This design comes from an exercise in tuning for small area, a short achievable clock period and few clock cycles per item on the open sky130 flow, not from production work.

JK:
==> flow/design.v (excerpt) <==
module game_step #(
    parameter int N_BULLETS = 5,
    parameter int N_ENEMIES = 5,
    parameter int N_DIVERS  = 5
) (
    input  logic                    i_clk,
    input  logic                    i_rstn,
    input  logic                    i_start,
    input  logic [2:0]              i_act,
    input  logic [31:0]             i_player,
    input  logic [18*N_BULLETS-1:0] i_bullets,
    input  logic [18*N_ENEMIES-1:0] i_enemies,
    input  logic [18*N_DIVERS-1:0]  i_divers,
    input  logic [31:0]             i_score,
    output logic [31:0]             o_player,
    output logic [18*N_BULLETS-1:0] o_bullets,
    output logic [18*N_ENEMIES-1:0] o_enemies,
    output logic [18*N_DIVERS-1:0]  o_divers,
    output logic [31:0]             o_score,
    output logic                    o_done,
    output logic                    o_valid
);
Size: about 680 I/O pins.
==> module collision_score, before the edit <==
module collision_score #(
    parameter int N_BULLETS = 5,
    parameter int N_ENEMIES = 5,
    parameter int N_DIVERS  = 5
) (
    input  logic                    i_clk,
    input  logic [31:0]             i_player,
    input  logic [18*N_BULLETS-1:0] i_bullets,
    input  logic [18*N_ENEMIES-1:0] i_enemies,
    input  logic [18*N_DIVERS-1:0]  i_divers,
    input  logic [31:0]             i_score,
    output logic [31:0]             o_player,
    output logic [18*N_BULLETS-1:0] o_bullets,
    output logic [18*N_ENEMIES-1:0] o_enemies,
    output logic [18*N_DIVERS-1:0]  o_divers,
    output logic [31:0]             o_score,
    output logic                    o_lose
);
    function automatic win(input logic [7:0] a, input logic [7:0] b,
                           input logic cin, input logic [3:0] lim);
        logic [4:0] lo;
        logic [7:0] p, t;
        lo  = {1'b0, a[3:0]} + {1'b0, ~b[3:0]} + {4'd0, cin};
        p   = ~(a ^ b);
        t   = a | ~b;
        win = lo[3:0] <= lim && lo[4] == p[4] && t[4] == p[5] && t[5] == p[6]
              && t[6] == p[7] && t[7];
    endfunction
    logic [7:0] px, py;
    assign px = i_player[31:24];
    assign py = i_player[23:16];
    logic [N_BULLETS*N_ENEMIES-1:0] match_d;
    logic [N_DIVERS-1:0]            pick_d;
    always_comb begin
        for (int e = 0; e < N_ENEMIES; e++)
            for (int b = 0; b < N_BULLETS; b++)
                match_d[N_BULLETS*e+b] = i_enemies[18*e] && i_bullets[18*b]
                    && win(i_bullets[18*b+10 +: 8], i_enemies[18*e+10 +: 8], 1'b0, 4'd8)
                    && win(i_bullets[18*b+2 +: 8], i_enemies[18*e+2 +: 8], 1'b0, 4'd8);
        for (int d = 0; d < N_DIVERS; d++)
            pick_d[d] = i_divers[18*d]
                && win(i_divers[18*d+10 +: 8], px, 1'b1, 4'd9)
                && win(i_divers[18*d+2 +: 8], py, 1'b1, 4'd9);
    end
    logic [9:0]  poxy;
    logic [2:0]  plives, pdivc;
    logic        surface, starve, rescue;
    logic [N_DIVERS+1:0] q_hot;
    logic [31:0] player_d;
    logic [18*N_DIVERS-1:0] divers_d;
    assign poxy    = i_player[15:6];
    assign plives  = i_player[5:3];
    assign pdivc   = i_player[2:0];
    assign surface = py < 8'd10;
    assign starve  = !surface && poxy <= 10'd1;
    assign rescue  = surface && pdivc == 3'd6;
    assign o_lose  = starve && plives <= 3'd1;
    always_comb begin
        q_hot = (N_DIVERS+2)'(1);
        if (rescue) q_hot = q_hot << 1;
        for (int d = 0; d < N_DIVERS; d++)
            if (pick_d[d]) q_hot = q_hot << 1;
        player_d = i_player;
        player_d[2:0] = '0;
        if (!rescue)
            for (int n = 0; n <= N_DIVERS; n++)
                player_d[2:0] = player_d[2:0] | ({3{q_hot[n]}} & ((pdivc >= 3'd6) ? pdivc
                    : (4'(pdivc) + 4'(n) >= 4'd6) ? 3'd6 : pdivc + 3'(n)));
        if (surface || starve) player_d[15:6] = 10'd1000;
        else player_d[15:6] = poxy - 10'd1;
        if (starve) player_d[5:3] = (plives <= 3'd1) ? 3'd0 : plives - 3'd1;
        divers_d = i_divers;
        for (int d = 0; d < N_DIVERS; d++) divers_d[18*d] = i_divers[18*d] & ~pick_d[d];
    end
    logic [9:0] low_d;
    always_comb begin
        low_d = '0;
        for (int q = 0; q <= N_DIVERS + 1; q++)
            low_d = low_d | (({1'b0, i_score[8:0]} + 10'(50 * q)) & {10{q_hot[q]}});
    end
    logic [31:0]                    player_q;
    logic [18*N_BULLETS-1:0]        bullets_q;
    logic [18*N_ENEMIES-1:0]        enemies_q;
    logic [18*N_DIVERS-1:0]         divers_q;
    logic [31:9]                    score_q;
    logic [9:0]                     low_q;
    logic [N_BULLETS*N_ENEMIES-1:0] match_q;
    always_ff @(posedge i_clk) begin
        player_q  <= player_d;
        bullets_q <= i_bullets;
        enemies_q <= i_enemies;
        divers_q  <= divers_d;
        score_q   <= i_score[31:9];
        low_q     <= low_d;
        match_q   <= match_d;
    end
    logic [N_BULLETS-1:0] avail [N_ENEMIES+1];
    logic [N_BULLETS-1:0] cand  [N_ENEMIES];
    logic [N_BULLETS-1:0] take  [N_ENEMIES];
    logic [N_ENEMIES-1:0] hit;
    always_comb begin
        avail[0] = '1;
        for (int e = 0; e < N_ENEMIES; e++) begin
            cand[e]      = match_q[N_BULLETS*e +: N_BULLETS] & avail[e];
            take[e]      = cand[e] & ~(cand[e] - 1'b1);
            hit[e]       = |cand[e];
            avail[e + 1] = avail[e] & ~take[e];
        end
    end
    assign o_player = player_q;
    assign o_divers = divers_q;
    always_comb begin
        o_bullets = bullets_q;
        o_enemies = enemies_q;
        for (int b = 0; b < N_BULLETS; b++) o_bullets[18*b] = bullets_q[18*b] & avail[N_ENEMIES][b];
        for (int e = 0; e < N_ENEMIES; e++) o_enemies[18*e] = enemies_q[18*e] & ~hit[e];
    end
    logic [N_ENEMIES:0] k_hot;
    logic [9:0]         low;
    logic [31:9]        all_ones;
    always_comb begin
        k_hot = (N_ENEMIES+1)'(1);
        for (int e = 0; e < N_ENEMIES; e++)
            if (hit[e]) k_hot = k_hot << 1;
        low = '0;
        for (int k = 0; k <= N_ENEMIES; k++)
            low = low | ((low_q + 10'(20 * k)) & {10{k_hot[k]}});
        all_ones[9] = 1'b1;
        for (int i = 10; i < 32; i++) all_ones[i] = all_ones[i-1] & score_q[i-1];
        o_score[8:0] = low[8:0];
        for (int i = 9; i < 32; i++) o_score[i] = score_q[i] ^ (low[9] & all_ones[i]);
    end
endmodule
export LEC_CHECK = 0
export CAP_MARGIN = 20
export CORE_MARGIN = 2
export CORE_UTILIZATION = 40
export SLEW_MARGIN = 20
create_clock -name core_clock -period 25.0 [get_ports {i_clk}]
standard.sh (not shown) runs the stock make flow with config.mk's settings and CLKGATE_MAP_FILE= SYNTH_SCRIPT=/design/flow/synth_recipe.tcl, a recipe that flattens the netlist after the stock synthesis.
==> flow/flow/run.sh <==
#!/bin/bash
# Layout flow: the standard ORFS flow (standard.sh, with the standard flow's synthesis
# script) with these changes:
#  - synthesis leaves adders to ABC (no half/full adder extraction), and ABC
#    maps for area (flow/abc_area_map.script in place of ORFS's
#    abc_speed.script, in a copy of ORFS's scripts folder used for synthesis
#    only); registers are untouched
#  - every port still gets its own buffer, a plain buf_2 instead of the
#    default delay-cell buffer
set -euo pipefail
MARGIN=$(cat flow/margin.txt 2>/dev/null || echo 0)
rm -rf synth_scripts
cp -r "$FLOW_HOME/scripts" synth_scripts
cp flow/abc_area_map.script synth_scripts/abc_speed.script
bash standard.sh ADDER_MAP_FILE= SCRIPTS_DIR="$PWD/synth_scripts" synth > flow_synth.log 2>&1
bash standard.sh ADDER_MAP_FILE= "BUFFER_PORTS_ARGS=-buffer_cell sky130_fd_sc_hd__buf_2" \
    SETUP_SLACK_MARGIN=$MARGIN finish > flow_finish.log 2>&1
test -f out/final.def
==> flow/flow/abc_area_map.script <==
strash
dch -f
amap
topo
==> flow/flow/margin.txt <==
16
The following lists how MS was set up differently from JK:
-- flow/design.v --
<<< JK, line 149
    logic [2:0]  plives, pdivc;
    logic        surface, starve, rescue;
    logic [N_DIVERS+1:0] q_hot;
    logic [31:0] player_d;
    logic [18*N_DIVERS-1:0] divers_d;
>>> MS, line 149
    logic [2:0]  plives, pdivc;
    logic        surface, starve, rescue;
    logic [2:0]  n_pick;
    logic [31:0] player_d;
    logic [18*N_DIVERS-1:0] divers_d;
<<< JK, line 160
    assign o_lose  = starve && plives <= 3'd1;
    always_comb begin
        q_hot = (N_DIVERS+2)'(1);
        if (rescue) q_hot = q_hot << 1;
        for (int d = 0; d < N_DIVERS; d++)
            if (pick_d[d]) q_hot = q_hot << 1;
        player_d = i_player;
        player_d[2:0] = '0;
        if (!rescue)
            for (int n = 0; n <= N_DIVERS; n++)
                player_d[2:0] = player_d[2:0] | ({3{q_hot[n]}} & ((pdivc >= 3'd6) ? pdivc
                    : (4'(pdivc) + 4'(n) >= 4'd6) ? 3'd6 : pdivc + 3'(n)));
        if (surface || starve) player_d[15:6] = 10'd1000;
        else player_d[15:6] = poxy - 10'd1;
>>> MS, line 160
    assign o_lose  = starve && plives <= 3'd1;
    always_comb begin
        n_pick = '0;
        for (int d = 0; d < N_DIVERS; d++) n_pick = n_pick + 3'(pick_d[d]);
        player_d = i_player;
        if (rescue) player_d[2:0] = 3'd0;
        else if (pdivc < 3'd6)
            player_d[2:0] = (4'(pdivc) + 4'(n_pick) >= 4'd6) ? 3'd6 : pdivc + n_pick;
        if (surface || starve) player_d[15:6] = 10'd1000;
        else player_d[15:6] = poxy - 10'd1;
<<< JK, line 176
        for (int d = 0; d < N_DIVERS; d++) divers_d[18*d] = i_divers[18*d] & ~pick_d[d];
    end
    logic [9:0] low_d;
    always_comb begin
        low_d = '0;
        for (int q = 0; q <= N_DIVERS + 1; q++)
>>> MS, line 172
        for (int d = 0; d < N_DIVERS; d++) divers_d[18*d] = i_divers[18*d] & ~pick_d[d];
    end
    logic [N_DIVERS+1:0] q_hot;
    logic [9:0]          low_d;
    always_comb begin
        q_hot = (N_DIVERS+2)'(1);
        if (rescue) q_hot = q_hot << 1;
        for (int d = 0; d < N_DIVERS; d++)
            if (pick_d[d]) q_hot = q_hot << 1;
        low_d = '0;
        for (int q = 0; q <= N_DIVERS + 1; q++)
### Flow results
Higher worst setup slack among JK and MS: JK. Overall routing resource usage essentially unchanged between JK and MS. MS ended up with or4_4 as its slowest cell on the critical path; JK ended up with or4_1. MS packs its core looser than JK. JK and MS ended up with roughly the same total design power. Final period demand of the worst path ends up lower on JK. Note that the quantity of gates resized following cts recorded for MS amounts to 0.813 times the value seen in JK. MS: compound-gate portion of the synthesized area is 1.2 points higher than what JK reported. MS vs JK: area of combinational cells with multiple inputs up slightly. From JK to MS the numbers moved as follows: share of the final layout cell area in multi-input gates grew by 0.38 points, highest clock frequency the design can meet fell 0.0035 GHz.
No run of this note included a check of the RTL's function; only the layout flow was run.

[re-timing with driven ports]
How much do the figures lean on ideal ports? The routed layouts below were timed once more, with nothing changed but the port constraints. Step 1: set_driving_cell puts a clkbuf_16 on i_clk and a buf_2 on each other input, an assumption about the parent block. Step 2 adds t to the input delays and takes it off the output delays; t is the mean of the earliest and latest rising clock arrival at the registers after step 1. Input paths then give back, and output paths get back, about the clock's delay inside the block. Slacks: ideal ports / drivers / drivers and shift; pairs: ideal ports / drivers.
run	t, ns	setup slack, ns	hold slack, ns	worst setup path after step 2	worst slew at a driven data input, ns
JK	0.659	14.933 / 14.949 / 14.290	0.476 / 0.476 / 0.476	input to register	0.20
MS	0.661	14.562 / 14.570 / 13.909	0.466 / 0.466 / 0.466	input to register	0.19
After both steps every run listed still meets setup and hold. For MS, which loses most, drivers alone change the setup slack by +0.008 ns; drivers and shift together by -0.653 ns.
